What follows belongs to an exercise in optimizing a design on an open flow for small area and a short achievable clock period; a production flow would make more cautious choices.
Where RTL was checked, it was by simulation tests only, not by an equivalence proof against the original.
Power figures rest on the tool's default switching activity, not on a simulated workload.

Setup of run A:
// rx_payload_q
module rx_payload_q (
     input  logic                           clk
    ,input  logic                           reset
    ,input  logic                           enq_req_val
    ,input  logic [rx_q_cfg_pkg::FLOW_ID_W-1:0] enq_req_flowid
    ,input  logic [rx_q_cfg_pkg::ENTRY_W-1:0]   enq_req_data
    ,output logic                           enq_req_rdy
    ,input  logic                           rd_req_val
    ,input  logic [rx_q_cfg_pkg::FLOW_ID_W-1:0] rd_req_flowid
    ,output logic                           rd_req_rdy
    ,output logic                           rd_resp_val
    ,output logic                           rd_resp_is_empty
    ,output logic [rx_q_cfg_pkg::ENTRY_W-1:0]   rd_resp_entry
    ,input  logic                           rd_resp_rdy
);
Size: ~1100 flip-flops, roughly 77 I/O pins.
==> flow/config.mk <==
export PLATFORM = sky130hd
export DESIGN_NAME = rx_payload_q
export DESIGN_NICKNAME = rx_payload_q
export VERILOG_FILES = /design/flow/design.v
export SDC_FILE = /design/flow/constraint.sdc
export NUM_CORES = 4
export LEC_CHECK = 0
export CAP_MARGIN = 20
export CORE_MARGIN = 2
export CORE_UTILIZATION = 70
export CTS_BUF_LIST = sky130_fd_sc_hd__clkbuf_16
export CTS_CLUSTER_DIAMETER = 100
export CTS_CLUSTER_SIZE = 30
export SETUP_SLACK_MARGIN = 2.6
export SLEW_MARGIN = 20
==> flow/constraint.sdc <==
create_clock -name core_clock -period 5.0 [get_ports {clk}]
set_input_delay 1.0000 -clock core_clock [delete_from_list [all_inputs] [get_ports {clk}]]
set_output_delay 1.0000 -clock core_clock [all_outputs]
set_load 0.01 [all_outputs]
standard.sh (not shown) runs the stock make flow with config.mk's settings and CLKGATE_MAP_FILE= SYNTH_SCRIPT=/design/flow/synth_recipe.tcl, a recipe that flattens the netlist after the stock synthesis.
==> flow/flow/run.sh <==
#!/bin/bash
# The standard layout (standard.sh) with these changes to how it is made:
#  - synthesis maps logic with flow/abc_map.script, an area-recovering ABC
#    script, in place of ORFS's abc_speed.script, and keeps ABC off the cells
#    listed in flow/abc_dont_use.txt (the mux cells and the AND-OR/OR-AND
#    cells with a buffered output, which are slow on the port-to-port
#    enq_req_rdy path). Everything else in
#    the synthesis (synth_recipe.tcl, dfflibmap, flatten, renames) is
#    unchanged, so the registers are the standard synthesis's.
#  - port buffers use a plain buffer cell instead of the delay buffer that
#    buffer_ports picks on its own.
#  - flow/io.tcl (IO_CONSTRAINTS) keeps the control ports side by side, so the
#    port-to-port paths do not cross the die.
# Each make run's full output goes to a log file in the work folder; ORFS's
# per-step logs stay under orfs/logs.
set -euo pipefail
work=$(pwd)
rm -rf "$work/orfs_scripts"
cp -r "$FLOW_HOME/scripts" "$work/orfs_scripts"
cp "$work/flow/abc_map.script" "$work/orfs_scripts/abc_speed.script"
python3 "$work/flow/patch_preamble.py" "$work/orfs_scripts/synth_preamble.tcl"
export ABC_EXTRA_DONT_USE="$(tr '\n' ' ' < "$work/flow/abc_dont_use.txt")"
export BUFFER_PORTS_ARGS="-buffer_cell sky130_fd_sc_hd__buf_2"
export IO_CONSTRAINTS="$(pwd)/flow/io.tcl"
bash standard.sh SCRIPTS_DIR="$work/orfs_scripts" synth > flow_synth.log 2>&1
bash standard.sh SCRIPTS_DIR="$work/orfs_scripts" finish > flow_make.log 2>&1
Other scripts of this flow, unchanged in this note and not shown: flow/flow/abc_dont_use.txt, flow/flow/abc_map.script, flow/flow/io.tcl, flow/flow/patch_preamble.py
The inputs of run B differ from those of run A as listed below.
# run A
export LEC_CHECK = 0
export CAP_MARGIN = 20
export CORE_MARGIN = 2
export CORE_UTILIZATION = 70
export CTS_BUF_LIST = sky130_fd_sc_hd__clkbuf_16
export CTS_CLUSTER_DIAMETER = 100
export CTS_CLUSTER_SIZE = 30
export SETUP_SLACK_MARGIN = 2.6
export SLEW_MARGIN = 20
create_clock -name core_clock -period 5.0 [get_ports {clk}]
# run B
export LEC_CHECK = 0
export CAP_MARGIN = 20
export CORE_MARGIN = 2
export CORE_UTILIZATION = 60
export CTS_BUF_LIST = sky130_fd_sc_hd__clkbuf_16
export CTS_CLUSTER_DIAMETER = 100
export CTS_CLUSTER_SIZE = 30
export SETUP_SLACK_MARGIN = 2.6
export SLEW_MARGIN = 20
create_clock -name core_clock -period 5.0 [get_ports {clk}]
## What came out
- Run B finished end to end and its layout was clean on timing, DRC and antenna.
- Run B vs run A: data required time of the worst path down
- Cell count: run B vs run A up 161
- From run B to run A, non-clock inverter total of the final layout did not move at all.
[inputs] run C vs run B
# run B
export LEC_CHECK = 0
export CAP_MARGIN = 20
export CORE_MARGIN = 2
export CORE_UTILIZATION = 60
export CTS_BUF_LIST = sky130_fd_sc_hd__clkbuf_16
export CTS_CLUSTER_DIAMETER = 100
export CTS_CLUSTER_SIZE = 30
export SETUP_SLACK_MARGIN = 2.6
export SLEW_MARGIN = 20
create_clock -name core_clock -period 5.0 [get_ports {clk}]
# run C
export LEC_CHECK = 0
export CAP_MARGIN = 20
export CORE_MARGIN = 2
export CORE_UTILIZATION = 60
export CTS_BUF_LIST = sky130_fd_sc_hd__clkbuf_16
export CTS_CLUSTER_DIAMETER = 100
export CTS_CLUSTER_SIZE = 30
export SETUP_SLACK_MARGIN = 2.5
export SLEW_MARGIN = 20
create_clock -name core_clock -period 5.0 [get_ports {clk}]
### Flow results
- Worst-case clock skew: run C vs run B up 6.2 ps
- Run C vs run B: count of fill cells added during filler insertion up slightly
- Per the comparison of run C with run B, global-route wire length before repair shrank by 1.9%, worst voltage drop across the vdd grid higher, overall routed net length -2100 um, count of routing violations after the opening detailed-route iteration lower.
- Post-route total power: run C vs run B, no meaningful difference
No functional check of the RTL was part of any run of this note.

* * *

Another version of the RTL of rx_payload_q (not shown whole).
Size in the first run: about 2,200 cells after synthesis, ~1,100 flip-flops, ~77 I/O pins, ~40,000 µm² of cells after synthesis.
clock: 5.0 ns
lec_check: 0
cap_margin: 20
core_margin: 2
core_utilization: 60
cts_buf_list: sky130_fd_sc_hd__clkbuf_16
cts_cluster_diameter: 100
cts_cluster_size: 30
setup_slack_margin: 2.6
slew_margin: 20
tns_end_percent: 5
==> flow/flow/run.sh <==
#!/bin/bash
# The standard layout (standard.sh) with these changes to how it is made:
#  - synthesis maps logic with flow/abc_map.script, an area-recovering ABC
#    script, in place of ORFS's abc_speed.script, and keeps ABC off the cells
#    listed in flow/abc_dont_use.txt (the mux cells, whose select-to-output
#    delay is slow on the port-to-port enq_req_rdy path). Everything else in
#    the synthesis (synth_recipe.tcl, dfflibmap, flatten, renames) is
#    unchanged, so the registers are the standard synthesis's.
#  - port buffers use a plain buffer cell instead of the delay buffer that
#    buffer_ports picks on its own.
# Each make run's full output goes to a log file in the work folder; ORFS's
# per-step logs stay under orfs/logs.
set -euo pipefail
work=$(pwd)
rm -rf "$work/orfs_scripts"
cp -r "$FLOW_HOME/scripts" "$work/orfs_scripts"
cp "$work/flow/abc_map.script" "$work/orfs_scripts/abc_speed.script"
python3 "$work/flow/patch_preamble.py" "$work/orfs_scripts/synth_preamble.tcl"
export ABC_EXTRA_DONT_USE="$(tr '\n' ' ' < "$work/flow/abc_dont_use.txt")"
export BUFFER_PORTS_ARGS="-buffer_cell sky130_fd_sc_hd__buf_2"
bash standard.sh SCRIPTS_DIR="$work/orfs_scripts" synth > flow_synth.log 2>&1
bash standard.sh SCRIPTS_DIR="$work/orfs_scripts" finish > flow_make.log 2>&1
==> flow/flow/abc_dont_use.txt <==
sky130_fd_sc_hd__mux4_1
sky130_fd_sc_hd__mux4_2
sky130_fd_sc_hd__mux4_4
sky130_fd_sc_hd__mux2_1
sky130_fd_sc_hd__mux2_2
sky130_fd_sc_hd__mux2_4
sky130_fd_sc_hd__mux2_8
==> flow/flow/abc_map.script <==
&get -n
&st
&syn2
&dch
&nf -R 1000 -p
&put
buffer -c
topo
stime -c
upsize -c
dnsize -c
==> flow/flow/patch_preamble.py <==
import sys
p = sys.argv[1]
s = open(p).read()
anchor = "# Technology mapping for cells\nset abc_args [list -script $abc_script"
assert anchor in s
s = s.replace(anchor, "# Cells the flow keeps ABC from mapping to (its own flow's choice)\nforeach cell [env_var_or_empty ABC_EXTRA_DONT_USE] {\n  lappend lib_dont_use_args -dont_use $cell\n}\n\n" + anchor)
open(p, 'w').write(s)
The starting point produced a clean layout.
==> next run, changes <==
--- a/flow/flow/run.sh
+++ b/flow/flow/run.sh
@@ -20,0 +21,2 @@
+export IO_CONSTRAINTS="$(pwd)/flow/io.tcl"
+export PRE_IO_PLACEMENT_TCL="$(pwd)/flow/io.tcl"
==> flow/flow/abc_map.script (replaced) <==
&get -n
&st
&syn2
&dch
&nf -R 1000 -p
&put
==> flow/flow/io.tcl (new file) <==
# Keep the control ports, whose port-to-port paths (enq_req_flowid to
# enq_req_rdy, rd_resp_rdy to rd_req_rdy) set the clock period, side by side
# on the die's edge instead of wherever the pin placer scatters them.
set_io_pin_constraint -group -order -pin_names {
  enq_req_val enq_req_flowid[1] enq_req_flowid[0] enq_req_rdy
  rd_req_rdy rd_resp_rdy rd_resp_val rd_req_val rd_req_flowid[1] rd_req_flowid[0]
}
Settings changed: TNS_END_PERCENT 5 to not set.
Outcome: With this change the flow never finished: it broke off in 3_2_place_iop; synthesized area goes down by a few percent; synthesized cell count drops by a little under a tenth.
==> next run, changes <==
--- a/flow/flow/run.sh
+++ b/flow/flow/run.sh
@@ -5,2 +5,3 @@
-#    listed in flow/abc_dont_use.txt (the mux cells, whose select-to-output
-#    delay is slow on the port-to-port enq_req_rdy path). Everything else in
+#    listed in flow/abc_dont_use.txt (the mux cells and the AND-OR/OR-AND
+#    cells with a buffered output, which are slow on the port-to-port
+#    enq_req_rdy path). Everything else in
@@ -10,0 +12,2 @@
+#  - flow/io.tcl (IO_CONSTRAINTS) keeps the control ports side by side, so the
+#    port-to-port paths do not cross the die.
@@ -22 +24,0 @@
-export PRE_IO_PLACEMENT_TCL="$(pwd)/flow/io.tcl"
--- a/flow/flow/abc_dont_use.txt
+++ b/flow/flow/abc_dont_use.txt
@@ -7,0 +8,69 @@
+sky130_fd_sc_hd__mux2i_1
+sky130_fd_sc_hd__mux2i_2
+sky130_fd_sc_hd__mux2i_4
+sky130_fd_sc_hd__a2111o_1
+sky130_fd_sc_hd__a2111o_2
+sky130_fd_sc_hd__a2111o_4
+sky130_fd_sc_hd__a211o_1
+sky130_fd_sc_hd__a211o_2
+sky130_fd_sc_hd__a211o_4
+sky130_fd_sc_hd__a21bo_1
+sky130_fd_sc_hd__a21bo_2
+sky130_fd_sc_hd__a21bo_4
+sky130_fd_sc_hd__a21o_1
+sky130_fd_sc_hd__a21o_2
+sky130_fd_sc_hd__a21o_4
+sky130_fd_sc_hd__a221o_1
+sky130_fd_sc_hd__a221o_2
+sky130_fd_sc_hd__a221o_4
+sky130_fd_sc_hd__a22o_1
+sky130_fd_sc_hd__a22o_2
+sky130_fd_sc_hd__a22o_4
+sky130_fd_sc_hd__a2bb2o_1
+sky130_fd_sc_hd__a2bb2o_2
+sky130_fd_sc_hd__a2bb2o_4
+sky130_fd_sc_hd__a311o_1
+sky130_fd_sc_hd__a311o_2
+sky130_fd_sc_hd__a311o_4
+sky130_fd_sc_hd__a31o_1
+sky130_fd_sc_hd__a31o_2
+sky130_fd_sc_hd__a31o_4
+sky130_fd_sc_hd__a32o_1
+sky130_fd_sc_hd__a32o_2
+sky130_fd_sc_hd__a32o_4
+sky130_fd_sc_hd__a41o_1
+sky130_fd_sc_hd__a41o_2
+sky130_fd_sc_hd__a41o_4
+sky130_fd_sc_hd__o2111a_1
+sky130_fd_sc_hd__o2111a_2
+sky130_fd_sc_hd__o2111a_4
+sky130_fd_sc_hd__o211a_1
+sky130_fd_sc_hd__o211a_2
+sky130_fd_sc_hd__o211a_4
+sky130_fd_sc_hd__o21a_1
+sky130_fd_sc_hd__o21a_2
+sky130_fd_sc_hd__o21a_4
+sky130_fd_sc_hd__o21ba_1
+sky130_fd_sc_hd__o21ba_2
+sky130_fd_sc_hd__o21ba_4
+sky130_fd_sc_hd__o221a_1
+sky130_fd_sc_hd__o221a_2
+sky130_fd_sc_hd__o221a_4
+sky130_fd_sc_hd__o22a_1
+sky130_fd_sc_hd__o22a_2
+sky130_fd_sc_hd__o22a_4
+sky130_fd_sc_hd__o2bb2a_1
+sky130_fd_sc_hd__o2bb2a_2
+sky130_fd_sc_hd__o2bb2a_4
+sky130_fd_sc_hd__o311a_1
+sky130_fd_sc_hd__o311a_2
+sky130_fd_sc_hd__o311a_4
+sky130_fd_sc_hd__o31a_1
+sky130_fd_sc_hd__o31a_2
+sky130_fd_sc_hd__o31a_4
+sky130_fd_sc_hd__o32a_1
+sky130_fd_sc_hd__o32a_2
+sky130_fd_sc_hd__o32a_4
+sky130_fd_sc_hd__o41a_1
+sky130_fd_sc_hd__o41a_2
+sky130_fd_sc_hd__o41a_4
Settings changed: CORE_UTILIZATION 60 to 80.
The changed run produced a clean layout.
Synthesized area is about the same.
Synthesized cell count rose slightly.
==> next run, changes <==
Settings changed: CORE_UTILIZATION 80 to 60, SETUP_SLACK_MARGIN 2.6 to 2.8.
Count of clock-buffer cells in the layout goes down by 1.
Routed wire length rose by about 10%.
Cell area went up by 3.2%.
Total power grows by 0.89%.

-- separate check: timing with driven ports --
Ports are ideal in the flow. The routed layouts listed here were re-timed in OpenROAD. Step 1 assumes that a clkbuf_16 drives the clock port and a buf_2 every other input. Step 2 adds t to the input delays and takes it off the output delays; t is the mean of the earliest and latest rising clock arrival at the registers after step 1. Input paths then give back, and output paths get back, about the clock's delay inside the block. Three values: ideal, step 1, step 2; two values: the first two.
| run | t (ns) | setup slack, ns | worst setup path at the end | pins driven straight from the clock port |
|---|---|---|---|---|
| run A | 0.674 | 2.381 / 2.389 / 1.715 | input to register | 1 |
| run B | 0.682 | 2.458 / 2.398 / 1.861 | input to register | 1 |
| run C | 0.680 | 2.459 / 2.395 / 1.841 | input to register | 1 |
| the first run of note 2 | 0.680 | 2.344 / 2.334 / 2.022 | input to register | 1 |
| the third run of note 2 | 0.670 | 2.492 / 2.439 / 1.982 | input to register | 1 |
| the fourth run of note 2 | 0.697 | 2.498 / 2.444 / 2.196 | input to register | 1 |
After both steps every run listed still meets setup and hold. For run A, which loses most, drivers alone change the setup slack by +0.008 ns; drivers and shift together by -0.666 ns.
